Source: an optimization exercise on an open RTL-to-GDS flow (aim: small area, a short achievable clock period and few clock cycles). Production flows keep margins and buffers that such runs may drop. Only simulation tests tie the RTL to the original design; equivalence was not proved. Power is estimated from default activity; no workload was simulated.

### design.v
package cmac_pkg;
  localparam int S_IDLE = 0;   
  localparam int S_W0   = 1;   
  localparam int S_W    = 2;   
  localparam int S_LDB  = 3;   
  localparam int S_OP   = 4;   
  localparam int S_OPP  = 5;   
  localparam int S_OPPL = 6;   
  localparam int S_LDL  = 7;   
  localparam int S_LOP  = 8;   
  localparam int S_LDF  = 9;   
  localparam int S_FOP  = 10;  
  localparam int NST    = 11;
  localparam logic [127:0] RB = 128'h87;
  function automatic logic [127:0] dbl(input logic [127:0] v);
    dbl = {v[126:0], 1'b0} ^ (v[127] ? RB : 128'h0);
  endfunction
endpackage
module cmac_subkey_gen (
  input  logic [127:0] l,
  output logic [127:0] k1,
  output logic [127:0] k2
);
  always_comb begin
    k1 = cmac_pkg::dbl(l);
    k2 = cmac_pkg::dbl(k1);
  end
endmodule
module cmac_ctrl #(
  parameter int unsigned TIMEOUT_CYCLES = 64
) (
  input  logic         CLK,
  input  logic         Rst_n,
  input  logic         start,
  input  logic [127:0] key,
  input  logic         msg_valid,
  output logic         msg_ready,
  input  logic [127:0] msg_data,
  input  logic         msg_last,
  input  logic [4:0]   msg_bytes,
  output logic [127:0] mac,
  output logic         mac_valid,
  output logic         busy,
  output logic         error,
  output logic         aes_ld,
  output logic [127:0] aes_key,
  output logic [127:0] aes_text_in,
  input  logic [127:0] aes_text_out,
  input  logic         aes_done
);
  localparam int unsigned CNT_W = $clog2(TIMEOUT_CYCLES);
  localparam logic [CNT_W-1:0] CNT_LAST = CNT_W'(TIMEOUT_CYCLES - 2);
  logic [cmac_pkg::NST-1:0] st_r, st_d;
  logic [127:0] key_r;
  logic [127:0] acc_r, acc_d;
  logic         full_r;
  logic [CNT_W-1:0] cnt_r;
  logic         ld_r, rdy_r, busy_r, mv_r, err_r;
  logic         ld_d, rdy_d;
  logic [15:0]  txt_r, txt_d;
  function automatic int no_ld(input int i);
    case (i)
      0:       no_ld = cmac_pkg::S_IDLE;
      1:       no_ld = cmac_pkg::S_W0;
      2:       no_ld = cmac_pkg::S_W;
      3:       no_ld = cmac_pkg::S_OP;
      4:       no_ld = cmac_pkg::S_OPP;
      5:       no_ld = cmac_pkg::S_OPPL;
      6:       no_ld = cmac_pkg::S_LOP;
      default: no_ld = cmac_pkg::S_FOP;
    endcase
  endfunction
  logic         waiting, timeout, take, start_ok, full, padded;
  logic [127:0] k1, k2;
  logic [15:0]  keep_b, pad_b;
  logic [127:0] msk_m, pad_m;
  logic         acc_t, acc_k1, acc_k2;
  logic         sel_a_r, sel_t_r, sel_k1_r, sel_k2_r;
  logic         sel_a_d, sel_t_d, sel_k1_d, sel_k2_d;
  assign aes_key     = key_r;
  assign aes_ld      = ld_r;
  assign mac         = acc_r;
  assign mac_valid   = mv_r;
  assign busy        = busy_r;
  assign error       = err_r;
  assign msg_ready   = rdy_r;
  cmac_subkey_gen u_subkey (
    .l  (aes_text_out),
    .k1 (k1),
    .k2 (k2)
  );
  always_comb begin
    full   = msg_bytes[4];
    padded = msg_last && !full;
    for (int i = 0; i < 16; i++) begin
      keep_b[i] = !padded || (4'(i) < msg_bytes[3:0]);
      pad_b[i]  = padded && (4'(i) == msg_bytes[3:0]);
      msk_m[127-8*i -: 8] = {8{keep_b[i]}};
      pad_m[127-8*i -: 8] = {pad_b[i], 7'b0};
    end
  end
  always_comb begin
    waiting  = st_r[cmac_pkg::S_OP] || st_r[cmac_pkg::S_OPP] || st_r[cmac_pkg::S_OPPL] ||
               st_r[cmac_pkg::S_LOP] || st_r[cmac_pkg::S_FOP];
    timeout  = waiting && !aes_done && (cnt_r == CNT_LAST);
    take     = msg_valid && rdy_r;
    start_ok = start && st_r[cmac_pkg::S_IDLE];
    acc_t  = aes_done && sel_t_r;
    acc_k1 = aes_done && sel_k1_r;
    acc_k2 = aes_done && sel_k2_r;
    acc_d  = (acc_r & {128{sel_a_r}}) ^
             ((((msg_data & msk_m) | pad_m) & {128{take}}) |
              (aes_text_out & {128{acc_t}}) |
              (k1 & {128{acc_k1}}) | (k2 & {128{acc_k2}}));
    st_d = '0;
    if (st_r[cmac_pkg::S_IDLE]) st_d[cmac_pkg::S_IDLE] = 1'b1;
    if (st_r[cmac_pkg::S_W0] || st_r[cmac_pkg::S_W]) begin
      if (!take)         st_d[cmac_pkg::S_W]   = 1'b1;
      else if (msg_last) st_d[cmac_pkg::S_LDL] = 1'b1;
      else               st_d[cmac_pkg::S_LDB] = 1'b1;
    end
    if (st_r[cmac_pkg::S_LDB]) begin
      if (!take)         st_d[cmac_pkg::S_OP]   = 1'b1;
      else if (msg_last) st_d[cmac_pkg::S_OPPL] = 1'b1;
      else               st_d[cmac_pkg::S_OPP]  = 1'b1;
    end
    if (st_r[cmac_pkg::S_OP])   st_d[aes_done ? cmac_pkg::S_W   : cmac_pkg::S_OP]   = 1'b1;
    if (st_r[cmac_pkg::S_OPP])  st_d[aes_done ? cmac_pkg::S_LDB : cmac_pkg::S_OPP]  = 1'b1;
    if (st_r[cmac_pkg::S_OPPL]) st_d[aes_done ? cmac_pkg::S_LDL : cmac_pkg::S_OPPL] = 1'b1;
    if (st_r[cmac_pkg::S_LDL])  st_d[cmac_pkg::S_LOP] = 1'b1;
    if (st_r[cmac_pkg::S_LOP])  st_d[aes_done ? cmac_pkg::S_LDF : cmac_pkg::S_LOP]  = 1'b1;
    if (st_r[cmac_pkg::S_LDF])  st_d[cmac_pkg::S_FOP] = 1'b1;
    if (st_r[cmac_pkg::S_FOP])  st_d[aes_done ? cmac_pkg::S_IDLE : cmac_pkg::S_FOP] = 1'b1;
    if (timeout) begin
      st_d = '0;
      st_d[cmac_pkg::S_IDLE] = 1'b1;
    end
    if (start_ok) begin
      st_d = '0;
      st_d[cmac_pkg::S_W0] = 1'b1;
    end
    sel_a_d  = st_d[cmac_pkg::S_W] || st_d[cmac_pkg::S_OPP] || st_d[cmac_pkg::S_OPPL] ||
               st_d[cmac_pkg::S_LDL] || st_d[cmac_pkg::S_LOP] || st_d[cmac_pkg::S_IDLE];
    sel_t_d  = st_d[cmac_pkg::S_OP] || st_d[cmac_pkg::S_OPP] || st_d[cmac_pkg::S_OPPL] ||
               st_d[cmac_pkg::S_FOP];
    sel_k1_d = st_d[cmac_pkg::S_LOP] && full_r;
    sel_k2_d = st_d[cmac_pkg::S_LOP] && !full_r;
    ld_d  = st_d[cmac_pkg::S_LDB] || st_d[cmac_pkg::S_LDL] || st_d[cmac_pkg::S_LDF];
    for (int g = 0; g < 16; g++) begin
      txt_d[g] = !st_d[cmac_pkg::S_LDL] && !st_d[no_ld(g % 8)];
      if (g >= 8) txt_d[g] = txt_d[g] && !st_d[no_ld((g + 3) % 8)];
    end
    for (int g = 0; g < 16; g++)
      aes_text_in[8*g +: 8] = acc_r[8*g +: 8] & {8{txt_r[g]}};
    rdy_d = st_d[cmac_pkg::S_W0] || st_d[cmac_pkg::S_W] || st_d[cmac_pkg::S_LDB];
  end
  always_ff @(posedge CLK) begin
    acc_r <= acc_d;
    if (start_ok) key_r <= key;
    if (take && msg_last) full_r <= full;
    cnt_r <= ld_r ? '0 : cnt_r + CNT_W'(1);
  end
  always_ff @(posedge CLK) begin
    if (!Rst_n) begin
      st_r   <= cmac_pkg::NST'(1) << cmac_pkg::S_IDLE;
      ld_r   <= 1'b0;
      txt_r  <= '0;
      sel_a_r  <= 1'b1;
      sel_t_r  <= 1'b0;
      sel_k1_r <= 1'b0;
      sel_k2_r <= 1'b0;
      rdy_r  <= 1'b0;
      busy_r <= 1'b0;
      mv_r   <= 1'b0;
      err_r  <= 1'b0;
    end else begin
      st_r   <= st_d;
      ld_r   <= ld_d;
      txt_r  <= txt_d;
      sel_a_r  <= sel_a_d;
      sel_t_r  <= sel_t_d;
      sel_k1_r <= sel_k1_d;
      sel_k2_r <= sel_k2_d;
      rdy_r  <= rdy_d;
      busy_r <= !st_d[cmac_pkg::S_IDLE];
      mv_r   <= st_r[cmac_pkg::S_FOP] && aes_done;
      err_r  <= timeout;
    end
  end
endmodule
### standard.sh
#!/bin/bash
# synth_recipe.tcl (not shown) runs the flow's synth.tcl, then flattens the netlist and writes it again
# the make line also repeats each setting of config.mk as NAME=value (left out here)
make -C /OpenROAD-flow-scripts/flow DESIGN_CONFIG=/design/flow/config.mk WORK_HOME=/design/flow/orfs CLKGATE_MAP_FILE= SYNTH_SCRIPT=/design/flow/synth_recipe.tcl "${@:-finish}"
### flow/run.sh
#!/bin/bash
# Standard ORFS layout, with two changes to what it is given:
#  - the smallest buffer on each port instead of the delay cell that
#    buffer_ports picks by default;
#  - I/O pins may sit on adjacent routing tracks, so a small die still has
#    room for all 784 pins.
set -euo pipefail
export BUFFER_PORTS_ARGS="-buffer_cell sky130_fd_sc_hd__buf_1"
export PLACE_PINS_ARGS="-min_distance 1 -min_distance_in_tracks"
bash standard.sh > standard.log 2>&1
### config.mk
export PLATFORM = sky130hd
export DESIGN_NAME = cmac_ctrl
export DESIGN_NICKNAME = cmac_ctrl
export VERILOG_FILES = /design/flow/design.v
export SDC_FILE = /design/flow/constraint.sdc
export NUM_CORES = 4
export LEC_CHECK = 0
export CAP_MARGIN = 20
export CORE_MARGIN = 2
export CORE_UTILIZATION = 55
export CTS_CLUSTER_DIAMETER = 100
export CTS_CLUSTER_SIZE = 24
export SETUP_SLACK_MARGIN = 2.45
export SLEW_MARGIN = 20
### constraint.sdc
create_clock -name core_clock -period 4.5 [get_ports {CLK}]
set_input_delay 0.9000 -clock core_clock [delete_from_list [all_inputs] [get_ports {CLK}]]
set_output_delay 0.9000 -clock core_clock [all_outputs]
set_load 0.01 [all_outputs]
==> results of run 1 <==
power by group through the flow:
stage / sequential, uW / combinational (uW) / clock (uW)
after floorplan: 3700 / 667 / 0
after global placement: 3630 / 1430 / 0
after detailed placement: 3640 / 1460 / 0
after CTS: 3600 / 1600 / 1600
after global routing: 3670 / 1920 / 1700
final: 3640 / 1800 / 1590
timing repair:
action / in CTS / in global routing
setup endpoints to repair: 263 / 260
setup buffers: 6 / 10
pin swaps: 53 / 15
gates cloned: 5 / 1
gates resized for setup: 291 / 177
endpoints found under the hold margin: 0 / 0
worst paths after layout:
| check | to | cells past startpoint |
|---|---|---|
| worst min-delay path | cnt_r[0]$_SDFF_PP0_ | 1 |
| worst max-delay path | aes_text_in[109] | 2 |
| worst max register to register | ld_r$_SDFF_PN0_ | 8 |
| worst min register to register | cnt_r[0]$_SDFF_PP0_ | 1 |
cells by family after synthesis:
group           Yosys count
compound gates          316
simple gates            372
xor+xnor                136
flops                   299
fa+ha+maj                 2
buf+inv                  78
cell usage after synthesis, drive strengths merged, types with 4 or more instances:
cell,instances
a21o,7
a21oi,32
a221oi,114
a222oi,4
a22o,118
a22oi,9
and2,136
buf,29
clkbuf,42
dfxtp,170
edfxtp,129
inv,7
nand2,146
nand3,8
nor2,55
nor3,8
o21ai,17
o31ai,4
or2,5
xnor2,17
xor2,119
state kept, by name, indices dropped and copies added (netlist names), 6 cells and up:
name,count
acc_r,128
st_r,11
txt_r,16
key_r,128
cnt_r,6
metal layers:
metal / up-vias / track usage / part of all wire
met3: 239 / 0.115 / 0.10
met4: 2 / 0.230 / 0.064
li1: 5967 / - / -
met2: 915 / 0.586 / 0.48
met1: 6455 / 0.427 / 0.35
met5: - / 0 / 0.00016
cell type report:
class,instances,area [um2]
Inverter,7,30.0
Clock inverter,1,16.3
Timing Repair Buffer,807,4120
Sequential cell,299,7380
Multi-Input combinational cell,832,6620
Tap cell,324,405
Antenna cell,10,25.0
Fill cell,1654,5050
Clock buffer,25,455
worst register-to-register path: stages, from the launching register on:
cell       delay (ns)
dfxtp_2          0.35
inv_1            0.06
ha_1             0.14
nand2_1          0.08
a2111oi_4        0.44
buf_4            0.20
or2_2            0.21
a21oi_1          0.06
or2_2            0.30
through the flow:
stage	utilization	setup slack, ns
after floorplan	-	0.744
after global placement	0.704	1.46
after detailed placement	0.704	1.41
after CTS	0.756	2.40
after global routing	0.789	2.36
final	0.790	2.40
==> flow_metrics.env, run 1 <==
export IMPL_postPlaceCellArea_mm2=0.0170
export IMPL_num_vias=13600
export IMPL_synth_xor_area_frac=0.0890
export IMPL_yosysUniqueCellTypes=49
export IMPL_cts_tree="done"
export IMPL_slowest_delay_ns=0.42
export IMPL_grt_pass1_wl_um=73200
export IMPL_reg2reg_setup_slack_ns=2.55
export IMPL_mostFrequentLayoutCells="buf_1 (644), nand2_1 (144), edfxtp_1 (129)"
export IMPL_drive_gt1_frac=0.231
export IMPL_fin_crit_sh=0.467
export IMPL_setup_worst_path_class="flip-flop to output pin"
export IMPL_drtIter0Drc=1432
export IMPL_finalHoldViolCount=0
export IMPL_slew_headroom=0.458
export IMPL_critPathTopFamily="flip-flops"
export IMPL_clk_pin_slew_ns=0.10
export IMPL_synth_ff_type="dfxtp_1"
export IMPL_nets=2360
export IMPL_dieWidth_um=160
export IMPL_crit_path_end_kind="output pin"
export IMPL_ctsLongestPathBuffers=3
export IMPL_crit_chain="and2_4 > buf_6"
export IMPL_htreeDepth=1
export IMPL_cts_buffers=16
export IMPL_async_reset_ff_frac=0
export IMPL_dp_cells=2247
export IMPL_setup_violations=0
export IMPL_netlist_area_mm2=0.0134
export IMPL_status="timing/DRC/antenna clean"
export IMPL_synth_top_cell_by_area="edfxtp_1"
export IMPL_holdCritStartpoint="cnt_r[0]$_SDFF_PP0_"
export IMPL_grt_use_total=0.365
export IMPL_dieArea_mm2=0.0256
export IMPL_core_rowCount=57
export IMPL_core_mm2=0.0241
export IMPL_worst_path_buf_inv=1
export IMPL_grt_pass1_vias=12800
export IMPL_ys_seq_area_frac=0.544
export IMPL_io_buffer_count=783
export IMPL_drt_total_wl_um=51400
export IMPL_synth_top_family_by_area="compound AO/OA/AOI/OAI gates"
export IMPL_cellInternalPower_uw=4790
export IMPL_area_delta_synth_final_pct=42.3
export IMPL_routedWlPerCell_um=22.3
export IMPL_initial_core_util=0.555
export IMPL_fin_skew_ns=0.0283
export IMPL_antenna_found_initial=5
export IMPL_switching_share=0.319
export IMPL_p_seq_frac=0.517
export IMPL_holdWs_ns=0.448
export IMPL_syn_instance_count=1203
export IMPL_gp_congestion=0.945
export IMPL_p_comb_frac=0.256
export IMPL_ir_worst_vdd_uv=212
export IMPL_cellPowerDensity_mw_per_mm2=369
export IMPL_overflow=0
export IMPL_yosys_area_share_simple=0.138
export IMPL_synth_compound_area_frac=0.202
export IMPL_min_period_ns=2.10
export IMPL_clock_latency_ns=0.51
export IMPL_crit_start="txt_r[13]$_SDFF_PN0_"
export IMPL_path_max_fanout=8
export IMPL_final_cell_count_no_fill=2305
export IMPL_holdBufCountCts=0
export IMPL_ys_ff_latch=299
export IMPL_p_sw_uw=2240
export IMPL_worst_pin_slew_ns=0.813
export IMPL_setup_tns_ns=0
export IMPL_max_freq_mhz=475
export IMPL_synthMuxAreaShare=0
export IMPL_synth_warnings=2
export IMPL_max_cap_violations=0
export IMPL_hpwl_um=35700
export IMPL_die_y_um=160
export IMPL_ios=784
export IMPL_power_uw=7030
export IMPL_critPathSlowestCell="dfxtp_4"
export IMPL_finalInstanceArea_mm2=0.0191
export IMPL_synth_adder_area_share=0.00187
export IMPL_grt_max_degree=126
export IMPL_synth_area_top_cells="edfxtp_1 (29%), dfxtp_1 (25%), xor2_1 (7.8%), a22o_1 (7.7%), and2_1 (6.4%)"
export IMPL_reg2reg_from="cnt_r[0]$_SDFF_PP0_"
export IMPL_clock_sinks=299
export IMPL_synth_fp_nets=1600
export IMPL_synth_edf_count=129
export IMPL_via_per_inst=5.89
export IMPL_clkPwrFrac=0.226
export IMPL_dr_pass1_iters=5
export IMPL_startpoint_type="flip-flop"
export IMPL_required_ns=3.60
export IMPL_rsz0062_at_grt="yes"
export IMPL_maxSlewViolCount=0
export IMPL_yosys_area_top_type_share=0.289
export IMPL_hold_path_class="flip-flop to flip-flop"
export IMPL_avgSynthCellArea_um2=11.1
export IMPL_route_detailed_drc=0
export IMPL_antenna_left=0
export IMPL_p_leak_uw=0.00686
export IMPL_final_common_cell="buf_1"
export IMPL_arrival_ns=1.20
export IMPL_root_buffer="clkbuf_16"
Testbench counts, summed over its fixed seeds: cycles 13,792.
==> inputs of run 2 (changes only) <==
--- a/config.mk
+++ b/config.mk
@@ -11,4 +11,4 @@
 export CTS_CLUSTER_DIAMETER = 100
 export CTS_CLUSTER_SIZE = 24
-export SETUP_SLACK_MARGIN = 2.45
+export SETUP_SLACK_MARGIN = 2.3
 export SLEW_MARGIN = 20
==> run 2 against run 1 <==
- still clean
- via count decreased by 1.2%
- clock-buffer cell count increased by 1
- critical path depth increased by 5
- sequential share of layout area increased by 3.7 points
- worst hold slack got worse by 0.014 ns
- register-to-register slack got worse by 0.23 ns
- largest power group unchanged
- highest routed layer unchanged
==> flow_metrics.env, run 2 <==
export IMPL_startpoint_type="flip-flop"
export IMPL_core_rowCount=57
export IMPL_mostFrequentLayoutCells="buf_1 (771), dfxtp_1 (152), nand2_1 (144)"
export IMPL_multi_input_area_mm2=0.00593
export IMPL_grt_use_total=0.369
export IMPL_slowest_delay_ns=0.51
export IMPL_setup_tns_ns=0
export IMPL_drive_gt1_frac=0.0618
export IMPL_ios=784
export IMPL_nets=2345
export IMPL_synthMuxAreaShare=0
export IMPL_htreeDepth=1
export IMPL_synth_edf_count=129
export IMPL_hold_path_class="flip-flop to flip-flop"
export IMPL_switching_share=0.323
export IMPL_antenna_left=0
export IMPL_arrival_ns=2.63
export IMPL_dieWidth_um=160
export IMPL_crit_path_end_kind="flip-flop"
export IMPL_clk_pin_slew_ns=0.10
export IMPL_grt_pass1_vias=12400
export IMPL_clock_latency_ns=0.51
export IMPL_yosysUniqueCellTypes=49
export IMPL_synth_ff_type="dfxtp_1"
export IMPL_status="timing/DRC/antenna clean"
export IMPL_cellInternalPower_uw=4520
export IMPL_p_sw_uw=2160
export IMPL_place_worst_setup_slack_ns=1.36
export IMPL_fillers=1933
export IMPL_dieArea_mm2=0.0256
export IMPL_ys_ff_latch=299
export IMPL_io_buffer_count=783
export IMPL_max_cap_violations=0
export IMPL_root_buffer="clkbuf_16"
export IMPL_min_period_ns=2.18
export IMPL_wl_met2_um=24100
export IMPL_die_y_um=160
export IMPL_synth_top_cell_by_area="edfxtp_1"
export IMPL_regArea_mm2=0.00733
export IMPL_netlist_area_mm2=0.0134
export IMPL_routedWlPerCell_um=22.1
export IMPL_syn_instance_count=1203
export IMPL_path_max_fanout=6
export IMPL_route_detailed_drc=0
export IMPL_grt_pass1_wl_um=73300
export IMPL_largestRegisters="acc_r x128, key_r x128, txt_r x16"
export IMPL_met1_length_um=17600
export IMPL_synth_common_cells="dfxtp_1 (170), nand2_1 (146), and2_1 (136), edfxtp_1 (129), xor2_1 (119)"
export IMPL_synth_compound_area_frac=0.202
export IMPL_synth_xor_area_frac=0.0890
export IMPL_holdBufCountCts=0
export IMPL_ir_worst_vdd_uv=282
export IMPL_worst_slack_ns=2.32
export IMPL_wl_met3_um=5440
export IMPL_rsz0062_at_grt="yes"
export IMPL_synth_warnings=2
export IMPL_cellPowerDensity_mw_per_mm2=386
export IMPL_slew_headroom=0.300
export IMPL_grt_max_degree=133
export IMPL_final_common_cell="buf_1"
export IMPL_setup_worst_path_class="flip-flop to flip-flop"
export IMPL_yosys_area_share_simple=0.138
export IMPL_critPathTopFamily="simple AND/OR/NAND/NOR gates"
export IMPL_cts_buffers=16
export IMPL_area_delta_synth_final_pct=29.1
export IMPL_setup_violations=0
export IMPL_clkPwrFrac=0.240
export IMPL_hpwl_um=37700
export IMPL_dp_cells=2245
export IMPL_initial_core_util=0.555
export IMPL_crit_chain="nor3_1 > a2111oi_4 > buf_4 > buf_4 > nor3_1 > and2_1 > nor2b_1"
export IMPL_p_comb_frac=0.218
export IMPL_dr_pass1_iters=5
export IMPL_max_freq_mhz=459
export IMPL_p_leak_uw=0.00582
export IMPL_yosys_area_top_type_share=0.289
export IMPL_synth_fp_nets=1600
export IMPL_drt_total_wl_um=50700
export IMPL_ctsLongestPathBuffers=3
export IMPL_synth_adder_area_share=0.00187
export IMPL_routed_top_layer="met5"
export IMPL_async_reset_ff_frac=0
export IMPL_clock_sinks=299
export IMPL_finalHoldViolCount=0
export IMPL_fin_skew_ns=0.0150
export IMPL_drtIter0Drc=1300
export IMPL_antenna_found_initial=15
export IMPL_synth_top_family_by_area="compound AO/OA/AOI/OAI gates"
export IMPL_p_seq_frac=0.542
export IMPL_gp_congestion=1.01
export IMPL_required_ns=4.95
export IMPL_num_vias=13400
export IMPL_final_cell_count_no_fill=2293
export IMPL_critPathSlowestCell="nor3_1"
export IMPL_core_mm2=0.0241
export IMPL_fin_crit_sh=0.484
export IMPL_via_per_inst=5.85
export IMPL_worst_pin_slew_ns=1.05
export IMPL_synth_most_common_cell="dfxtp_1"
export IMPL_avgSynthCellArea_um2=11.1
export IMPL_cts_tree="done"
export IMPL_ys_seq_area_frac=0.544
export IMPL_overflow=0
export IMPL_synth_area_top_cells="edfxtp_1 (29%), dfxtp_1 (25%), xor2_1 (7.8%), a22o_1 (7.7%), and2_1 (6.4%)"
export IMPL_maxSlewViolCount=0
export IMPL_worst_path_buf_inv=2
[run 2: cell types whose count changed in the layout (fill, tap and decap cells not counted), moves of 6 or more]
cell	delta
a221oi_1	+53
and2_1	+109
dfxtp_4	-6
buf_6	-108
and2_4	-109
dfxtp_2	-23
a221oi_2	-53
buf_1	+127
dfxtp_1	+29
buf_2	-17
buf_4	-14
[run 2: power groups by stage]
stage                     clock network [uW]  logic, uW  registers (uW)
after floorplan                            0        651            3700
after global placement                     0       1390            3650
after detailed placement                   0       1420            3660
after CTS                               1620       1430            3600
after global routing                    1720       1570            3650
final                                   1600       1450            3620
[run 2: worst paths after layout]
path                 startpoint                   to  slack (ns)  depth (start not counted)
max          st_r[5]$_SDFF_PN0_  sel_k2_r$_SDFF_PN0_        2.32                          7
min            full_r$_DFFE_PN_  sel_k2_r$_SDFF_PN0_        0.43                          1
max reg2reg  st_r[5]$_SDFF_PN0_  sel_k2_r$_SDFF_PN0_        2.32                          7
min reg2reg    full_r$_DFFE_PN_  sel_k2_r$_SDFF_PN0_        0.43                          1
[run 2: through the flow]
step	util	hold slack [ns]	cell area, um2	total power [uW]
final	0.717	0.434	17300	6670
after global placement	0.687	0.414	16600	5040
after CTS	0.711	0.433	17100	6650
after global routing	0.716	0.458	17300	6940
after detailed placement	0.687	0.421	16600	5080
after floorplan	-	0.403	13400	4350
[run 2: repair_timing]
action                                  4_1_cts  5_1_grt
gates resized for setup                      39       23
setup buffers                                 0        4
pin swaps                                     3        3
cloned                                        3        2
endpoints found under the setup margin      270      147
[run 2: cell type report]
| type | count | area share |
|---|---|---|
| Multi-Input combinational cell | 831 | 0.343 |
| Clock buffer | 26 | 0.0266 |
| Sequential cell | 299 | 0.424 |
| Timing Repair Buffer | 793 | 0.178 |
| Tap cell | 324 | 0.0235 |
| Clock inverter | 1 | 0.000941 |
| Inverter | 7 | 0.00174 |
| Antenna cell | 12 | 0.00174 |
[run 2: cell families (layout without fill, tap and decap cells)]
logic type,count (synthesis),after routing
simple gates,372,377
compound gates,316,316
flops,299,299
xor+xnor,136,136
buf+inv,78,827
fa+ha+maj,2,2
other cells,0,12
[run 2: routing by layer]
metal,track usage,up-vias
li1,-,5943
met1,0.421,6252
met2,0.598,961
met3,0.122,239
met4,0.238,14
met5,0,-
[run 2: worst register-to-register path, stage by stage, from the launching register on]
cell,delay (ns)
dfxtp_1,0.35
nor3_1,0.44
a2111oi_4,0.14
buf_4,0.19
buf_4,0.15
nor3_1,0.51
and2_1,0.23
nor2b_1,0.12
==> inputs of run 3 (changes only) <==
--- a/config.mk
+++ b/config.mk
@@ -8,5 +8,5 @@
 export CAP_MARGIN = 20
 export CORE_MARGIN = 2
-export CORE_UTILIZATION = 55
+export CORE_UTILIZATION = 60
 export CTS_CLUSTER_DIAMETER = 100
 export CTS_CLUSTER_SIZE = 24
==> run 3 against run 2 <==
- the flow now stops in global routing (5_1_grt)
- synthesized cell count stayed put
- area after synthesis unchanged
==> flow_metrics.env, run 3 <==
export IMPL_lastStage="global routing (5_1_grt)"
export IMPL_holdBufCountCts=0
export IMPL_netlist_area_mm2=0.0134
export IMPL_ios=784
export IMPL_core_rowCount=54
export IMPL_synth_common_cells="dfxtp_1 (170), nand2_1 (146), and2_1 (136), edfxtp_1 (129), xor2_1 (119)"
export IMPL_die_y_um=153
export IMPL_async_reset_ff_frac=0
export IMPL_dieWidth_um=153
export IMPL_grt_pass1_vias=14200
export IMPL_root_buffer="clkbuf_16"
export IMPL_clock_sinks=299
export IMPL_yosys_area_top_type_share=0.289
export IMPL_synth_area_top_cells="edfxtp_1 (29%), dfxtp_1 (25%), xor2_1 (7.8%), a22o_1 (7.7%), and2_1 (6.4%)"
export IMPL_error_line="[ERROR GRT-0116] Global routing finished with congestion. Check the congestion regions in the DRC Viewer."
export IMPL_io_buffer_count=783
export IMPL_gp_congestion=0.965
export IMPL_htreeDepth=1
export IMPL_ctsLongestPathBuffers=3
export IMPL_ys_seq_area_frac=0.544
export IMPL_synth_warnings=2
export IMPL_synth_fp_nets=1600
export IMPL_avgSynthCellArea_um2=11.1
export IMPL_cts_buffers=16
export IMPL_synth_top_cell_by_area="edfxtp_1"
export IMPL_synth_most_common_cell="dfxtp_1"
export IMPL_ys_ff_latch=299
export IMPL_hpwl_um=40400
export IMPL_postPlaceCellArea_mm2=0.0165
export IMPL_yosysUniqueCellTypes=49
export IMPL_synth_ff_type="dfxtp_1"
export IMPL_grt_pass1_wl_um=82400
export IMPL_initial_core_util=0.611
export IMPL_place_worst_setup_slack_ns=1.37
export IMPL_status="did not finish"
export IMPL_synth_edf_count=129
export IMPL_overflow=5
export IMPL_syn_instance_count=1203
export IMPL_dp_cells=2202
export IMPL_grt_max_degree=92
export IMPL_grt_use_total=0.454
[run 3: kinds of logic after synthesis]
group,share of synthesized area
XOR/XNOR,0.0890
flip-flops,0.544
buffers and inverters,0.0251
AND/OR/NAND/NOR,0.138
adder cells (fa/ha/maj),0.00187
AO/OA/AOI/OAI,0.202
[run 3: power by group through the flow]
stage | Sequential (uW) | Clock, uW | Combinational (uW)
2_1_floorplan | 3700 | 0 | 651
4_1_cts | 3610 | 1620 | 1460
3_3_place_gp | 3650 | 0 | 1390
3_5_place_dp | 3660 | 0 | 1440
[run 3: per-layer routing]
| metal | global-route usage | GRT overflow |
|---|---|---|
| met1 | 0.490 | 0 |
| met2 | 0.709 | 5 |
| met3 | 0.193 | 0 |
| met4 | 0.345 | 0 |
| met5 | 0 | 0 |
[run 3: how the worst max path moves through the flow]
stage	start	end	slack, ns	cells past startpoint
after CTS	msg_bytes[4]	acc_r[36]$_DFF_P_	2.28	6
after detailed placement	msg_valid	acc_r[107]$_DFF_P_	1.37	5
after global placement	msg_valid	acc_r[108]$_DFF_P_	1.43	5
after floorplan	start	txt_r[11]$_SDFF_PN0_	0.74	6
[run 3: repair_timing]
item | CTS
gates cloned | 6
pin swaps | 4
resized for setup | 48
setup buffers | 1
endpoints found under the setup margin | 270
[run 3: through the flow]
stage                     hold WS (ns)  total power [uW]   util
after detailed placement         0.424              5100  0.754
after CTS                        0.434              6690  0.784
after global placement           0.416              5050  0.754
after floorplan                  0.403              4350      -
==> inputs of run 4 (changes only) <==
--- a/design.v
+++ b/design.v
@@ -71,5 +71,7 @@
     endcase
   endfunction
-  logic         waiting, timeout, take, start_ok, full, padded;
+  logic         tmo_r, tmo_d;
+  logic [CNT_W-1:0] cnt_d;
+  logic         waiting, timeout, hold, take, start_ok, full, padded;
   logic [127:0] k1, k2;
   logic [15:0]  keep_b, pad_b;
@@ -101,7 +103,6 @@
   end
   always_comb begin
-    waiting  = st_r[cmac_pkg::S_OP] || st_r[cmac_pkg::S_OPP] || st_r[cmac_pkg::S_OPPL] ||
-               st_r[cmac_pkg::S_LOP] || st_r[cmac_pkg::S_FOP];
-    timeout  = waiting && !aes_done && (cnt_r == CNT_LAST);
+    timeout  = tmo_r && !aes_done;
+    hold     = !aes_done && !tmo_r;
     take     = msg_valid && rdy_r;
     start_ok = start && st_r[cmac_pkg::S_IDLE];
@@ -114,30 +115,21 @@
               (k1 & {128{acc_k1}}) | (k2 & {128{acc_k2}}));
     st_d = '0;
-    if (st_r[cmac_pkg::S_IDLE]) st_d[cmac_pkg::S_IDLE] = 1'b1;
-    if (st_r[cmac_pkg::S_W0] || st_r[cmac_pkg::S_W]) begin
-      if (!take)         st_d[cmac_pkg::S_W]   = 1'b1;
-      else if (msg_last) st_d[cmac_pkg::S_LDL] = 1'b1;
-      else               st_d[cmac_pkg::S_LDB] = 1'b1;
-    end
-    if (st_r[cmac_pkg::S_LDB]) begin
-      if (!take)         st_d[cmac_pkg::S_OP]   = 1'b1;
-      else if (msg_last) st_d[cmac_pkg::S_OPPL] = 1'b1;
-      else               st_d[cmac_pkg::S_OPP]  = 1'b1;
-    end
-    if (st_r[cmac_pkg::S_OP])   st_d[aes_done ? cmac_pkg::S_W   : cmac_pkg::S_OP]   = 1'b1;
-    if (st_r[cmac_pkg::S_OPP])  st_d[aes_done ? cmac_pkg::S_LDB : cmac_pkg::S_OPP]  = 1'b1;
-    if (st_r[cmac_pkg::S_OPPL]) st_d[aes_done ? cmac_pkg::S_LDL : cmac_pkg::S_OPPL] = 1'b1;
-    if (st_r[cmac_pkg::S_LDL])  st_d[cmac_pkg::S_LOP] = 1'b1;
-    if (st_r[cmac_pkg::S_LOP])  st_d[aes_done ? cmac_pkg::S_LDF : cmac_pkg::S_LOP]  = 1'b1;
-    if (st_r[cmac_pkg::S_LDF])  st_d[cmac_pkg::S_FOP] = 1'b1;
-    if (st_r[cmac_pkg::S_FOP])  st_d[aes_done ? cmac_pkg::S_IDLE : cmac_pkg::S_FOP] = 1'b1;
-    if (timeout) begin
-      st_d = '0;
-      st_d[cmac_pkg::S_IDLE] = 1'b1;
-    end
-    if (start_ok) begin
-      st_d = '0;
-      st_d[cmac_pkg::S_W0] = 1'b1;
-    end
+    st_d[cmac_pkg::S_IDLE] = (st_r[cmac_pkg::S_IDLE] && !start) ||
+                             (st_r[cmac_pkg::S_FOP] && aes_done) || timeout;
+    st_d[cmac_pkg::S_W0]   = start_ok;
+    st_d[cmac_pkg::S_W]    = ((st_r[cmac_pkg::S_W0] || st_r[cmac_pkg::S_W]) && !take) ||
+                             (st_r[cmac_pkg::S_OP] && aes_done);
+    st_d[cmac_pkg::S_LDB]  = ((st_r[cmac_pkg::S_W0] || st_r[cmac_pkg::S_W]) && take && !msg_last) ||
+                             (st_r[cmac_pkg::S_OPP] && aes_done);
+    st_d[cmac_pkg::S_OP]   = (st_r[cmac_pkg::S_LDB] && !take) || (st_r[cmac_pkg::S_OP] && hold);
+    st_d[cmac_pkg::S_OPP]  = (st_r[cmac_pkg::S_LDB] && take && !msg_last) ||
+                             (st_r[cmac_pkg::S_OPP] && hold);
+    st_d[cmac_pkg::S_OPPL] = (st_r[cmac_pkg::S_LDB] && take && msg_last) ||
+                             (st_r[cmac_pkg::S_OPPL] && hold);
+    st_d[cmac_pkg::S_LDL]  = ((st_r[cmac_pkg::S_W0] || st_r[cmac_pkg::S_W]) && take && msg_last) ||
+                             (st_r[cmac_pkg::S_OPPL] && aes_done);
+    st_d[cmac_pkg::S_LOP]  = st_r[cmac_pkg::S_LDL] || (st_r[cmac_pkg::S_LOP] && hold);
+    st_d[cmac_pkg::S_LDF]  = st_r[cmac_pkg::S_LOP] && aes_done;
+    st_d[cmac_pkg::S_FOP]  = st_r[cmac_pkg::S_LDF] || (st_r[cmac_pkg::S_FOP] && hold);
     sel_a_d  = st_d[cmac_pkg::S_W] || st_d[cmac_pkg::S_OPP] || st_d[cmac_pkg::S_OPPL] ||
                st_d[cmac_pkg::S_LDL] || st_d[cmac_pkg::S_LOP] || st_d[cmac_pkg::S_IDLE];
@@ -153,4 +145,8 @@
     for (int g = 0; g < 16; g++)
       aes_text_in[8*g +: 8] = acc_r[8*g +: 8] & {8{txt_r[g]}};
+    cnt_d   = ld_r ? '0 : cnt_r + CNT_W'(1);
+    waiting = st_d[cmac_pkg::S_OP] || st_d[cmac_pkg::S_OPP] || st_d[cmac_pkg::S_OPPL] ||
+              st_d[cmac_pkg::S_LOP] || st_d[cmac_pkg::S_FOP];
+    tmo_d   = waiting && (cnt_d == CNT_LAST);
     rdy_d = st_d[cmac_pkg::S_W0] || st_d[cmac_pkg::S_W] || st_d[cmac_pkg::S_LDB];
   end
@@ -159,5 +155,5 @@
     if (start_ok) key_r <= key;
     if (take && msg_last) full_r <= full;
-    cnt_r <= ld_r ? '0 : cnt_r + CNT_W'(1);
+    cnt_r <= cnt_d;
   end
   always_ff @(posedge CLK) begin
@@ -174,4 +170,5 @@
       mv_r   <= 1'b0;
       err_r  <= 1'b0;
+      tmo_r  <= 1'b0;
     end else begin
       st_r   <= st_d;
@@ -186,4 +183,5 @@
       mv_r   <= st_r[cmac_pkg::S_FOP] && aes_done;
       err_r  <= timeout;
+      tmo_r  <= tmo_d;
     end
   end
--- a/config.mk
+++ b/config.mk
@@ -8,7 +8,7 @@
 export CAP_MARGIN = 20
 export CORE_MARGIN = 2
-export CORE_UTILIZATION = 60
+export CORE_UTILIZATION = 55
 export CTS_CLUSTER_DIAMETER = 100
 export CTS_CLUSTER_SIZE = 24
-export SETUP_SLACK_MARGIN = 2.3
+export SETUP_SLACK_MARGIN = 2.4
 export SLEW_MARGIN = 20
==> run 4 against run 3 <==
- now clean on timing, DRC and antenna
- synthesized cell count decreased by 1.2%
- area after synthesis increased by 0.96%
==> flow_metrics.env, run 4 <==
export IMPL_status="timing/DRC/antenna clean"
export IMPL_fin_crit_sh=0.483
export IMPL_dr_pass1_iters=8
export IMPL_ys_ff_latch=300
export IMPL_dp_cells=2234
export IMPL_route_detailed_drc=0
export IMPL_yosys_area_top_type_share=0.287
export IMPL_mostFrequentLayoutCells="buf_1 (653), nand2_1 (155), edfxtp_1 (129)"
export IMPL_regArea_mm2=0.00742
export IMPL_clk_pin_slew_ns=0.09
export IMPL_cellPowerDensity_mw_per_mm2=374
export IMPL_grt_max_degree=92
export IMPL_rsz0062_at_grt="yes"
export IMPL_root_buffer="clkbuf_16"
export IMPL_drive_gt1_frac=0.204
export IMPL_initial_core_util=0.557
export IMPL_final_cell_count_no_fill=2298
export IMPL_area_delta_synth_final_pct=36.6
export IMPL_slew_headroom=0.389
export IMPL_synth_area_top_cells="edfxtp_1 (29%), dfxtp_1 (25%), xor2_1 (7.9%), a22o_1 (7.6%), and2_1 (6.5%)"
export IMPL_arrival_ns=1.27
export IMPL_ios=784
export IMPL_netlist_area_mm2=0.0135
export IMPL_drt_total_wl_um=54500
export IMPL_grt_pass1_vias=12700
export IMPL_synth_common_cells="dfxtp_1 (171), nand2_1 (156), and2_1 (141), edfxtp_1 (129), xor2_1 (122)"
export IMPL_multi_input_area_mm2=0.00637
export IMPL_dieArea_mm2=0.0258
export IMPL_synth_edf_count=129
export IMPL_synth_most_common_cell="dfxtp_1"
export IMPL_max_cap_violations=0
export IMPL_ys_seq_area_frac=0.540
export IMPL_yosysUniqueCellTypes=50
export IMPL_finalHoldViolCount=0
export IMPL_num_vias=13800
export IMPL_power_uw=6900
export IMPL_worst_pin_slew_ns=0.907
export IMPL_synth_warnings=2
export IMPL_async_reset_ff_frac=0
export IMPL_crit_path_end_kind="output pin"
export IMPL_grt_use_total=0.381
export IMPL_io_buffer_count=783
export IMPL_p_leak_uw=0.00666
export IMPL_cts_buffers=16
export IMPL_max_freq_mhz=461
export IMPL_routedWlPerCell_um=23.7
export IMPL_hpwl_um=38100
export IMPL_synth_ff_type="dfxtp_1"
export IMPL_ir_worst_vdd_uv=225
export IMPL_ctsLongestPathBuffers=3
export IMPL_overflow=0
export IMPL_hold_path_class="flip-flop to flip-flop"
export IMPL_antenna_found_initial=11
export IMPL_largestRegisters="acc_r x128, key_r x128, txt_r x16"
export IMPL_setup_violations=0
export IMPL_cts_tree="done"
export IMPL_gp_congestion=0.918
export IMPL_setup_worst_path_class="flip-flop to output pin"
export IMPL_min_period_ns=2.17
export IMPL_antenna_left=0
export IMPL_htreeDepth=1
export IMPL_maxSlewViolCount=0
export IMPL_fillers=1777
export IMPL_nets=2343
export IMPL_syn_instance_count=1188
export IMPL_place_worst_setup_slack_ns=1.42
export IMPL_required_ns=3.60
export IMPL_core_mm2=0.0242
export IMPL_dieWidth_um=161
export IMPL_via_per_inst=6.00
export IMPL_path_max_fanout=3
export IMPL_synth_fp_nets=1584
export IMPL_drtIter0Drc=1353
export IMPL_grt_pass1_wl_um=75700
export IMPL_core_rowCount=57
export IMPL_die_y_um=161
export IMPL_worst_slack_ns=2.33
export IMPL_synth_top_cell_by_area="edfxtp_1"
export IMPL_holdWs_ns=0.464
export IMPL_fin_skew_ns=0.0172
export IMPL_setup_tns_ns=0
export IMPL_avgSynthCellArea_um2=11.4
export IMPL_startpoint_type="flip-flop"
export IMPL_clock_sinks=300
export IMPL_final_common_cell="buf_1"
export IMPL_clock_latency_ns=0.52
[run 4: kinds of logic (layout without fill, tap and decap cells)]
logic type / after synthesis / count (layout) / synth area share
DFF: 300 / 300 / 0.540
and+or+nand+nor: 371 / 380 / 0.140
muxes: 1 / 1 / 0.000741
other: 0 / 17 / 0
AOI/OAI and AO/OA: 300 / 300 / 0.202
buffers and inverters: 79 / 839 / 0.0283
adders and majority gates: 1 / 1 / 0.000926
xor gates and xnor gates: 136 / 136 / 0.0881
[run 4: worst paths after layout]
check,startpoint,endpoint,slack [ns],cells after the start
max reg2reg,rdy_r$_SDFF_PN0_,acc_r[24]$_DFF_P_,2.62,5
max,acc_r[60]$_DFF_P_,aes_text_in[60],2.33,2
min reg2reg,cnt_r[0]$_DFF_P_,cnt_r[0]$_DFF_P_,0.46,1
min,cnt_r[0]$_DFF_P_,cnt_r[0]$_DFF_P_,0.46,1
[run 4: worst max-delay path, cell delays in order, from the launching register on]
cell and delay, ns:
dfxtp_1 0.45, and2_1 0.18, buf_2 0.14
[run 4: report_power, final]
part	switching [uW]	internal (uW)	total [uW]
combinational	939	695	1630
sequential	384	3250	3640
clock	894	734	1630
[run 4: area by class of cell]
type / instances / share of cell area
Sequential cell: 300 / 0.402
Multi-Input combinational cell: 818 / 0.345
Timing Repair Buffer: 803 / 0.201
Clock buffer: 27 / 0.0256
Tap cell: 324 / 0.0220
Antenna cell: 17 / 0.00231
Inverter: 8 / 0.00163
Clock inverter: 1 / 0.000610
[run 4: repair_timing]
item	4_1_cts	5_1_grt
endpoints found under the setup margin	274	201
pin swaps	5	19
gates resized for setup	147	236
cloned	7	2
hold buffers	0	0
setup buffers	6	4
[run 4: metal layers]
layer / vias to the layer above / global-route usage / routed length, um
li1: 5962 / - / -
met3: 229 / 0.121 / 6190
met5: - / 0 / 0
met2: 995 / 0.629 / 26300
met4: 0 / 0.215 / 3200
met1: 6612 / 0.442 / 18900
[run 4: per-stage QoR]
stage	cell area (um2)	util
3_3_place_gp	16800	0.695
3_5_place_dp	16800	0.695
2_1_floorplan	13900	-
4_1_cts	17700	0.730
6_report	18500	0.761
5_1_grt	18400	0.760
Testbench counts of run 4, summed over its fixed seeds: cycles 13,792.
==> inputs of run 5 (changes only) <==
--- a/config.mk
+++ b/config.mk
@@ -11,4 +11,4 @@
 export CTS_CLUSTER_DIAMETER = 100
 export CTS_CLUSTER_SIZE = 24
-export SETUP_SLACK_MARGIN = 2.4
+export SETUP_SLACK_MARGIN = 2.35
 export SLEW_MARGIN = 20
==> run 5 against run 4 <==
- largest power group unchanged
- clock power about the same
- cell count fell by 0.57%
- die area unchanged
- critical endpoint is now aes_text_in[43]
- non-clock buffer count shrank 1
- sequential share of layout area up 1.8 points
- synthesized cell count did not move
==> flow_metrics.env, run 5 <==
export IMPL_holdBufCountCts=0
export IMPL_grt_pass1_wl_um=73100
export IMPL_maxSlewViolCount=0
export IMPL_grt_pass1_vias=12300
export IMPL_ctsLongestPathBuffers=3
export IMPL_num_vias=13200
export IMPL_fin_skew_ns=0.0194
export IMPL_path_max_fanout=8
export IMPL_clock_latency_ns=0.51
export IMPL_p_sw_uw=2120
export IMPL_route_detailed_drc=0
export IMPL_area_delta_synth_final_pct=30.0
export IMPL_power_uw=6640
export IMPL_finalHoldViolCount=0
export IMPL_root_buffer="clkbuf_16"
export IMPL_clock_sinks=300
export IMPL_routedWlPerCell_um=22.0
export IMPL_drive_gt1_frac=0.100
export IMPL_grt_use_total=0.364
export IMPL_gr_usage_met2=0.596
export IMPL_core_rowCount=57
export IMPL_required_ns=3.60
export IMPL_cts_tree="done"
export IMPL_ys_ff_latch=300
export IMPL_grt_max_degree=102
export IMPL_synth_ff_type="dfxtp_1"
export IMPL_setup_worst_path_class="flip-flop to output pin"
export IMPL_final_cell_count_no_fill=2285
export IMPL_gp_congestion=0.943
export IMPL_top_usage_layer="met2"
export IMPL_synth_warnings=2
export IMPL_final_common_cell="buf_1"
export IMPL_yosys_area_top_type_share=0.287
export IMPL_die_y_um=161
export IMPL_ys_seq_area_frac=0.540
export IMPL_setup_violations=0
export IMPL_async_reset_ff_frac=0
export IMPL_mostFrequentLayoutCells="buf_1 (742), nand2_1 (155), dfxtp_1 (138)"
export IMPL_max_freq_mhz=463
export IMPL_switching_share=0.320
export IMPL_fillers=1916
export IMPL_synth_most_common_cell="dfxtp_1"
export IMPL_holdWs_ns=0.444
export IMPL_netlist_area_mm2=0.0135
export IMPL_slew_headroom=0.328
export IMPL_regArea_mm2=0.00737
export IMPL_max_cap_violations=0
export IMPL_yosysUniqueCellTypes=50
export IMPL_ir_worst_vdd_uv=244
export IMPL_drtIter0Drc=1335
export IMPL_drt_total_wl_um=50200
export IMPL_largestRegisters="acc_r x128, key_r x128, txt_r x16"
export IMPL_grtUsageMet3=0.102
export IMPL_cellInternalPower_uw=4520
export IMPL_dp_cells=2234
export IMPL_avgSynthCellArea_um2=11.4
export IMPL_p_comb_frac=0.219
export IMPL_core_mm2=0.0242
export IMPL_clkPwrFrac=0.240
export IMPL_syn_instance_count=1188
export IMPL_use_met1=0.446
export IMPL_io_buffer_count=783
export IMPL_cts_buffers=16
export IMPL_worst_pin_slew_ns=0.997
export IMPL_synth_common_cells="dfxtp_1 (171), nand2_1 (156), and2_1 (141), edfxtp_1 (129), xor2_1 (122)"
export IMPL_fin_crit_sh=0.480
export IMPL_overflow=0
export IMPL_antenna_found_initial=5
export IMPL_hpwl_um=37600
export IMPL_nets=2339
export IMPL_antenna_left=0
export IMPL_hold_path_class="flip-flop to flip-flop"
export IMPL_arrival_ns=1.26
export IMPL_synth_fp_nets=1584
export IMPL_multi_input_area_mm2=0.00605
export IMPL_dieWidth_um=161
export IMPL_dr_pass1_iters=5
export IMPL_via_per_inst=5.79
export IMPL_cellPowerDensity_mw_per_mm2=378
export IMPL_crit_path_end_kind="output pin"
export IMPL_synth_edf_count=129
export IMPL_synth_top_cell_by_area="edfxtp_1"
export IMPL_setup_tns_ns=0
export IMPL_clk_pin_slew_ns=0.11
export IMPL_rsz0062_at_grt="yes"
export IMPL_htreeDepth=1
export IMPL_p_leak_uw=0.00607
export IMPL_synth_area_top_cells="edfxtp_1 (29%), dfxtp_1 (25%), xor2_1 (7.9%), a22o_1 (7.6%), and2_1 (6.5%)"
export IMPL_p_seq_frac=0.541
export IMPL_min_period_ns=2.16
export IMPL_initial_core_util=0.557
export IMPL_startpoint_type="flip-flop"
export IMPL_dieArea_mm2=0.0258
export IMPL_ios=784
export IMPL_status="timing/DRC/antenna clean"
-- run 5: cell counts after synthesis --
Identical to the previous run, type by type.
-- run 5: what timing repair did --
item	in CTS	in global routing
resized for setup	49	55
cloned	6	0
pin swaps	3	3
setup endpoints to repair	265	166
setup buffers	5	3
-- run 5: metrics by stage --
stage / util / setup slack [ns] / instance area (um2)
global placement: 0.690 / 1.23 / 16700
finish: 0.725 / 2.34 / 17600
CTS: 0.716 / 2.35 / 17400
floorplan: - / 2.30 / 13700
detailed placement: 0.690 / 1.13 / 16700
global route: 0.724 / 2.33 / 17600
-- run 5: layout make-up --
class | count | share of cell area
well taps | 324 | 0.0231
clock buffers | 26 | 0.0261
multi-input cells | 815 | 0.344
clock inverters | 1 | 0.000926
inverters | 8 | 0.00171
diodes | 9 | 0.00128
flip-flops and latches | 300 | 0.420
repair buffers | 802 | 0.183
-- run 5: power groups by stage --
stage / logic [uW] / registers [uW] / clock network, uW
2_1_floorplan: 631 / 3660 / 0
3_3_place_gp: 1350 / 3630 / 0
3_5_place_dp: 1390 / 3640 / 0
4_1_cts: 1400 / 3590 / 1610
5_1_grt: 1560 / 3620 / 1700
6_report: 1450 / 3590 / 1600
-- run 5: path summary, 6_finish.rpt --
| kind | start | end | slack, ns | cells after the start |
|---|---|---|---|---|
| max | txt_r[5]$_SDFF_PN0_ | aes_text_in[43] | 2.34 | 2 |
| min | full_r$_DFFE_PP_ | sel_k2_r$_SDFF_PN0_ | 0.44 | 1 |
| max reg2reg | rdy_r$_SDFF_PN0_ | acc_r[68]$_DFF_P_ | 2.55 | 4 |
| min reg2reg | full_r$_DFFE_PP_ | sel_k2_r$_SDFF_PN0_ | 0.44 | 1 |
-- run 5: cell families (layout without fill, tap and decap cells) --
logic type,after synthesis,count (layout),share of synthesized area
and+or+nand+nor,371,377,0.140
AOI/OAI and AO/OA,300,300,0.202
DFF,300,300,0.540
xor gates and xnor gates,136,136,0.0881
buffers and inverters,79,837,0.0283
adders and majority gates,1,1,0.000926
muxes,1,1,0.000741
other,0,9,0
-- run 5: worst max-delay path: stages (launching register included) --
cell and delay (ns):
dfxtp_4 0.45, and2_1 0.16, clkbuf_2 0.14
-- run 5: per-layer routing --
layer,up-vias,routed length [um]
met5,-,25
met4,4,2410
met3,163,5210
met2,834,24100
met1,6291,18400
li1,5934,-
==> inputs of run 6 (changes only) <==
--- a/config.mk
+++ b/config.mk
@@ -11,4 +11,4 @@
 export CTS_CLUSTER_DIAMETER = 100
 export CTS_CLUSTER_SIZE = 24
-export SETUP_SLACK_MARGIN = 2.35
+export SETUP_SLACK_MARGIN = 2.3
 export SLEW_MARGIN = 20
==> run 6 against run 5 <==
- still clean on timing, DRC and antenna
- die area stayed put
- clock-buffer cell count is 1 lower
- area after synthesis unchanged
- sequential power hardly changed
- sequential cell count is the same
- register-to-register slack worse by 0.06 ns
- first-iteration DRC count is 2.2% lower
- critical path type unchanged
- largest power group unchanged
==> flow_metrics.env, run 6 <==
export IMPL_setup_worst_path_class="flip-flop to output pin"
export IMPL_antenna_found_initial=13
export IMPL_grt_max_degree=92
export IMPL_ys_ff_latch=300
export IMPL_syn_instance_count=1188
export IMPL_postPlaceCellArea_mm2=0.0166
export IMPL_grt_pass1_vias=12300
export IMPL_path_max_fanout=3
export IMPL_cts_tree="done"
export IMPL_htreeDepth=1
export IMPL_cts_buffers=16
export IMPL_grt_use_total=0.360
export IMPL_status="timing/DRC/antenna clean"
export IMPL_route_detailed_drc=0
export IMPL_core_mm2=0.0242
export IMPL_final_cell_count_no_fill=2291
export IMPL_r2r_end="txt_r[9]$_SDFF_PN0_"
export IMPL_mostFrequentLayoutCells="buf_1 (775), nand2_1 (155), dfxtp_1 (153)"
export IMPL_ios=784
export IMPL_dr_pass1_iters=6
export IMPL_startpoint_type="flip-flop"
export IMPL_reg2reg_setup_slack_ns=2.49
export IMPL_yosysUniqueCellTypes=50
export IMPL_yosys_area_share_simple=0.140
export IMPL_synth_adder_area_share=0.000926
export IMPL_drt_total_wl_um=51200
export IMPL_worst_r2r_cell_count=4
export IMPL_hold_end="sel_k2_r$_SDFF_PN0_"
export IMPL_dp_cells=2233
export IMPL_max_freq_mhz=459
export IMPL_avgSynthCellArea_um2=11.4
export IMPL_synth_fp_nets=1584
export IMPL_finalInstanceArea_mm2=0.0174
export IMPL_fin_crit_sh=0.484
export IMPL_clk_pin_slew_ns=0.10
export IMPL_synth_area_top_cells="edfxtp_1 (29%), dfxtp_1 (25%), xor2_1 (7.9%), a22o_1 (7.6%), and2_1 (6.5%)"
export IMPL_final_common_cell="buf_1"
export IMPL_synth_xor_area_frac=0.0881
export IMPL_core_rowCount=57
export IMPL_yosys_area_top_type_share=0.287
export IMPL_netlist_area_mm2=0.0135
export IMPL_root_buffer="clkbuf_16"
export IMPL_clock_latency_ns=0.50
export IMPL_min_period_ns=2.18
export IMPL_io_buffer_count=783
export IMPL_worst_pin_slew_ns=0.748
export IMPL_overflow=0
export IMPL_gp_congestion=0.980
export IMPL_area_delta_synth_final_pct=28.5
export IMPL_synth_top_family_by_area="compound AO/OA/AOI/OAI gates"
export IMPL_hold_path_class="flip-flop to flip-flop"
export IMPL_dieArea_mm2=0.0258
export IMPL_maxSlewViolCount=0
export IMPL_setup_tns_ns=0
export IMPL_routedWlPerCell_um=22.4
export IMPL_drive_gt1_frac=0.0636
export IMPL_slew_headroom=0.496
export IMPL_synth_compound_area_frac=0.202
export IMPL_ctsLongestPathBuffers=3
export IMPL_finalHoldViolCount=0
export IMPL_synth_top_cell_by_area="edfxtp_1"
export IMPL_arrival_ns=1.28
export IMPL_reg2reg_from="rdy_r$_SDFF_PN0_"
export IMPL_synth_edf_count=129
export IMPL_die_y_um=161
export IMPL_crit_path_end_kind="output pin"
export IMPL_dieWidth_um=161
export IMPL_fin_skew_ns=0.0219
export IMPL_synthMuxAreaShare=0.000741
export IMPL_synth_ff_type="dfxtp_1"
export IMPL_clock_sinks=300
export IMPL_holdBufCountCts=0
export IMPL_ir_worst_vdd_uv=284
export IMPL_synth_warnings=2
export IMPL_synth_common_cells="dfxtp_1 (171), nand2_1 (156), and2_1 (141), edfxtp_1 (129), xor2_1 (122)"
export IMPL_nets=2337
export IMPL_setup_violations=0
export IMPL_ys_seq_area_frac=0.540
export IMPL_rsz0062_at_grt="yes"
export IMPL_power_uw=6590
export IMPL_grt_pass1_wl_um=72100
export IMPL_cellPowerDensity_mw_per_mm2=379
export IMPL_required_ns=3.60
export IMPL_synth_most_common_cell="dfxtp_1"
export IMPL_antenna_left=0
export IMPL_hpwl_um=38200
export IMPL_num_vias=13500
export IMPL_largestRegisters="acc_r x128, key_r x128, txt_r x16"
export IMPL_max_cap_violations=0
export IMPL_async_reset_ff_frac=0
export IMPL_via_per_inst=5.90
export IMPL_drtIter0Drc=1306
export IMPL_holdCritStartpoint="full_r$_DFFE_PP_"
export IMPL_post_route_util=0.716
export IMPL_p_leak_uw=0.00588
export IMPL_initial_core_util=0.557
export IMPL_hold_path_depth=1
-- run 6: cell counts after synthesis --
Identical to the previous run, type by type.
-- run 6: how the worst max path moves through the flow --
stage | to | from | slack (ns)
after floorplan | acc_r[100]$_DFF_P_ | aes_done | 2.30
after CTS | aes_text_in[64] | txt_r[8]$_SDFF_PN0_ | 2.30
final | aes_text_in[1] | acc_r[1]$_DFF_P_ | 2.32
after global routing | acc_r[40]$_DFF_P_ | msg_bytes[4] | 2.27
after detailed placement | acc_r[29]$_DFF_P_ | msg_valid | 1.49
after global placement | acc_r[26]$_DFF_P_ | msg_valid | 1.55
-- run 6: critical path, stage by stage, from the launching register on --
cell and delay [ns]:
dfxtp_1 0.46, and2_1 0.16, buf_1 0.16
-- run 6: power breakdown --
part	total (uW)	internal [uW]	switching [uW]
Sequential	3590	3230	357
Combinational	1420	543	876
Clock	1580	712	864
-- run 6: routing by layer --
metal | global-route usage | up-vias | routed length, um
met5 | 0 | - | 42
met4 | 0.245 | 6 | 3810
met3 | 0.127 | 257 | 5550
met2 | 0.579 | 914 | 23800
met1 | 0.404 | 6400 | 18100
li1 | - | 5938 | -
-- run 6: layout make-up --
type / instances / area, um2
well taps: 324 / 405
multi-input cells: 815 / 5910
clock buffers: 25 / 455
diodes: 18 / 45.0
clock inverters: 1 / 16.3
fillers: 1957 / 6880
inverters: 8 / 30.0
repair buffers: 800 / 3160
flip-flops and latches: 300 / 7340
-- run 6: repair_timing --
action | 4_1_cts | 5_1_grt
resized for setup | 24 | 15
pin swaps | 0 | 4
setup endpoints to repair | 228 | 102
gates cloned | 0 | 6
setup buffers | 3 | 5
-- run 6: logic make-up (layout without fill, tap and decap cells) --
family	after synthesis	in the layout
other	0	18
DFF	300	300
muxes	1	1
AOI/OAI and AO/OA	300	300
and+or+nand+nor	371	377
xor gates and xnor gates	136	136
buffers and inverters	79	834
adders and majority gates	1	1
-- run 6: per-stage QoR --
stage / hold slack (ns) / setup WS [ns]
floorplan: 0.402 / 2.30
global placement: 0.411 / 1.55
detailed placement: 0.426 / 1.49
CTS: 0.446 / 2.30
global route: 0.449 / 2.27
finish: 0.446 / 2.32
==> inputs of run 7 (changes only) <==
--- a/config.mk
+++ b/config.mk
@@ -8,5 +8,5 @@
 export CAP_MARGIN = 20
 export CORE_MARGIN = 2
-export CORE_UTILIZATION = 55
+export CORE_UTILIZATION = 50
 export CTS_CLUSTER_DIAMETER = 100
 export CTS_CLUSTER_SIZE = 24
==> run 7 against run 6 <==
- clock-buffer cell count stayed put
- combinational power about the same
- setup slack better by 0.026 ns
- total power up 0.14%
- clock skew fell by 0.015 ns
- worst hold slack worse by 0.014 ns
- register-to-register slack improved by 0.07 ns
- clock power about the same
- first-iteration DRC count decreased by 7.1%
- routed wire length shrank 1.3%
- still clean
==> flow_metrics.env, run 7 <==
export IMPL_max_cap_violations=0
export IMPL_dp_cells=2253
export IMPL_setup_worst_path_class="flip-flop to output pin"
export IMPL_crit_path_end_kind="output pin"
export IMPL_place_worst_setup_slack_ns=1.48
export IMPL_core_rowCount=60
export IMPL_largestRegisters="acc_r x128, key_r x128, txt_r x16"
export IMPL_mostFrequentLayoutCells="buf_1 (772), nand2_1 (156), dfxtp_1 (150)"
export IMPL_max_freq_mhz=464
export IMPL_ir_worst_vdd_uv=289
export IMPL_power_uw=6590
export IMPL_holdBufCountCts=0
export IMPL_worst_r2r_cell_count=5
export IMPL_setup_tns_ns=0
export IMPL_grt_use_total=0.333
export IMPL_synth_common_cells="dfxtp_1 (171), nand2_1 (156), and2_1 (141), edfxtp_1 (129), xor2_1 (122)"
export IMPL_fin_skew_ns=0.00647
export IMPL_holdCritStartpoint="full_r$_DFFE_PP_"
export IMPL_root_buffer="clkbuf_16"
export IMPL_drt_total_wl_um=50600
export IMPL_clock_sinks=300
export IMPL_hpwl_um=38400
export IMPL_clk_pin_slew_ns=0.10
export IMPL_initial_core_util=0.506
export IMPL_arrival_ns=1.25
export IMPL_fin_crit_sh=0.478
export IMPL_synth_area_top_cells="edfxtp_1 (29%), dfxtp_1 (25%), xor2_1 (7.9%), a22o_1 (7.6%), and2_1 (6.5%)"
export IMPL_final_cell_count_no_fill=2297
export IMPL_htreeDepth=1
export IMPL_p_leak_uw=0.00588
export IMPL_ctsLongestPathBuffers=3
export IMPL_maxSlewViolCount=0
export IMPL_dr_pass1_iters=8
export IMPL_netlist_area_mm2=0.0135
export IMPL_io_buffer_count=783
export IMPL_yosysUniqueCellTypes=50
export IMPL_via_per_inst=5.72
export IMPL_overflow=0
export IMPL_required_ns=3.60
export IMPL_reg2reg_from="rdy_r$_SDFF_PN0_"
export IMPL_gp_congestion=0.944
export IMPL_core_mm2=0.0267
export IMPL_synth_ff_type="dfxtp_1"
export IMPL_hold_end="sel_k2_r$_SDFF_PN0_"
export IMPL_r2r_end="txt_r[9]$_SDFF_PN0_"
export IMPL_hold_path_class="flip-flop to flip-flop"
export IMPL_cts_buffers=16
export IMPL_avgSynthCellArea_um2=11.4
export IMPL_status="timing/DRC/antenna clean"
export IMPL_cellPowerDensity_mw_per_mm2=380
export IMPL_ios=784
export IMPL_clock_latency_ns=0.50
export IMPL_cts_tree="done"
export IMPL_area_delta_synth_final_pct=28.4
export IMPL_synth_top_cell_by_area="edfxtp_1"
export IMPL_async_reset_ff_frac=0
export IMPL_antenna_left=0
export IMPL_min_period_ns=2.15
export IMPL_antenna_found_initial=12
export IMPL_synth_edf_count=129
export IMPL_dieWidth_um=168
export IMPL_ys_ff_latch=300
export IMPL_drtIter0Drc=1213
export IMPL_num_vias=13100
export IMPL_synth_most_common_cell="dfxtp_1"
export IMPL_nets=2332
export IMPL_slew_headroom=0.339
export IMPL_setup_violations=0
export IMPL_rsz0062_at_grt="no"
export IMPL_startpoint_type="flip-flop"
export IMPL_hold_path_depth=1
export IMPL_finalHoldViolCount=0
export IMPL_syn_instance_count=1188
export IMPL_die_y_um=168
export IMPL_grt_pass1_vias=11800
export IMPL_final_common_cell="buf_1"
export IMPL_ys_seq_area_frac=0.540
export IMPL_drive_gt1_frac=0.0648
export IMPL_grt_max_degree=98
export IMPL_grt_pass1_wl_um=72700
export IMPL_synth_warnings=2
export IMPL_route_detailed_drc=0
export IMPL_worst_slack_ns=2.35
export IMPL_synth_fp_nets=1584
export IMPL_yosys_area_top_type_share=0.287
export IMPL_finalInstanceArea_mm2=0.0174
export IMPL_postPlaceCellArea_mm2=0.0167
export IMPL_worst_pin_slew_ns=0.992
export IMPL_path_max_fanout=3
export IMPL_reg2reg_setup_slack_ns=2.56
export IMPL_routedWlPerCell_um=22.0
export IMPL_dieArea_mm2=0.0284
[run 7: cell count changes in the layout (fill, tap and decap cells not counted), sizes merged]
cell    delta
buf        +1
diode      -6
and2       -3
clkbuf     -3
[run 7: layout make-up]
cell class              instances  area (um2)
clock buffers                  25         455
flip-flops and latches        300        7340
well taps                     341         427
clock inverters                 1        16.3
inverters                       8        30.0
multi-input cells             812        5890
diodes                         12        30.0
fillers                      2265        9380
repair buffers                798        3160
[run 7: metal layers]
| metal | wire length, um | track usage |
|---|---|---|
| met2 | 24000 | 0.548 |
| met1 | 19000 | 0.402 |
| met4 | 2260 | 0.148 |
| met3 | 5180 | 0.104 |
| met5 | 85 | 0 |
[run 7: power breakdown]
part | internal (uW) | switching, uW | leakage, uW
registers | 3240 | 346 | 0.00265
logic | 545 | 876 | 0.00300
clock network | 712 | 879 | 0.000226
[run 7: how the worst max path moves through the flow]
stage | slack [ns] | end | startpoint | cells after the start
final | 2.35 | aes_text_in[1] | acc_r[1]$_DFF_P_ | 2
after global routing | 2.30 | txt_r[9]$_SDFF_PN0_ | msg_valid | 6
after CTS | 2.30 | aes_text_in[96] | txt_r[12]$_SDFF_PN0_ | 2
after detailed placement | 1.48 | acc_r[25]$_DFF_P_ | msg_bytes[2] | 6
after global placement | 1.49 | acc_r[119]$_DFF_P_ | msg_bytes[1] | 6
after floorplan | 2.30 | acc_r[100]$_DFF_P_ | aes_done | 7
[run 7: critical path: stages (launching register included)]
cell	delay [ns]
dfxtp_1	0.44
and2_1	0.16
buf_1	0.15
[run 7: kinds of logic (layout without fill, tap and decap cells)]
kind of cell | after synthesis | count (layout) | share of synthesized area
compound gates | 300 | 300 | 0.202
xor+xnor | 136 | 136 | 0.0881
fa+ha+maj | 1 | 1 | 0.000926
buf+inv | 79 | 832 | 0.0283
flops | 300 | 300 | 0.540
mux | 1 | 1 | 0.000741
other cells | 0 | 12 | 0
simple gates | 371 | 374 | 0.140
[run 7: per-stage QoR]
step                utilization  hold slack [ns]
floorplan                     -            0.402
CTS                       0.644            0.432
global placement          0.624            0.412
finish                    0.649            0.432
global route              0.648            0.456
detailed placement        0.624            0.418
[run 7: timing repair]
item / 4_1_cts / 5_1_grt
endpoints found under the setup margin: 205 / 76
resized for setup: 30 / 13
gates cloned: 3 / 0
pin swaps: 2 / 1
buffers inserted: 0 / 2

[separate check: timing with driven ports]
In the flow no input, the clock included, has a driving cell. The finished layouts below were timed again as built, in two steps.
Step 1 sets driving cells, clkbuf_16 on the clock port and buf_2 on the other inputs (assumed; they add their load-dependent delay and slew).
Step 2 adds t to the input delays and takes it off the output delays; t is the mean of the earliest and latest rising clock arrival at the registers after step 1. Input paths then give back, and output paths get back, about the clock's delay inside the block.
a / b / c = ideal ports / drivers / drivers and shift; a / b = the first two.
| run | shift t [ns] | setup slack, ns | hold slack, ns | clock arrival spread, ns |
|---|---|---|---|---|
| run 4 | 0.556 | 2.329 / 2.278 / 1.905 | 0.464 / 0.464 / 0.464 | 0.020 / 0.020 |
| run 7 | 0.554 | 2.347 / 2.295 / 1.849 | 0.432 / 0.432 / 0.432 | 0.011 / 0.011 |
After both steps setup and hold are still met in every run listed. For run 7, which loses most, drivers alone change the setup slack by -0.052 ns; drivers and shift together by -0.498 ns.
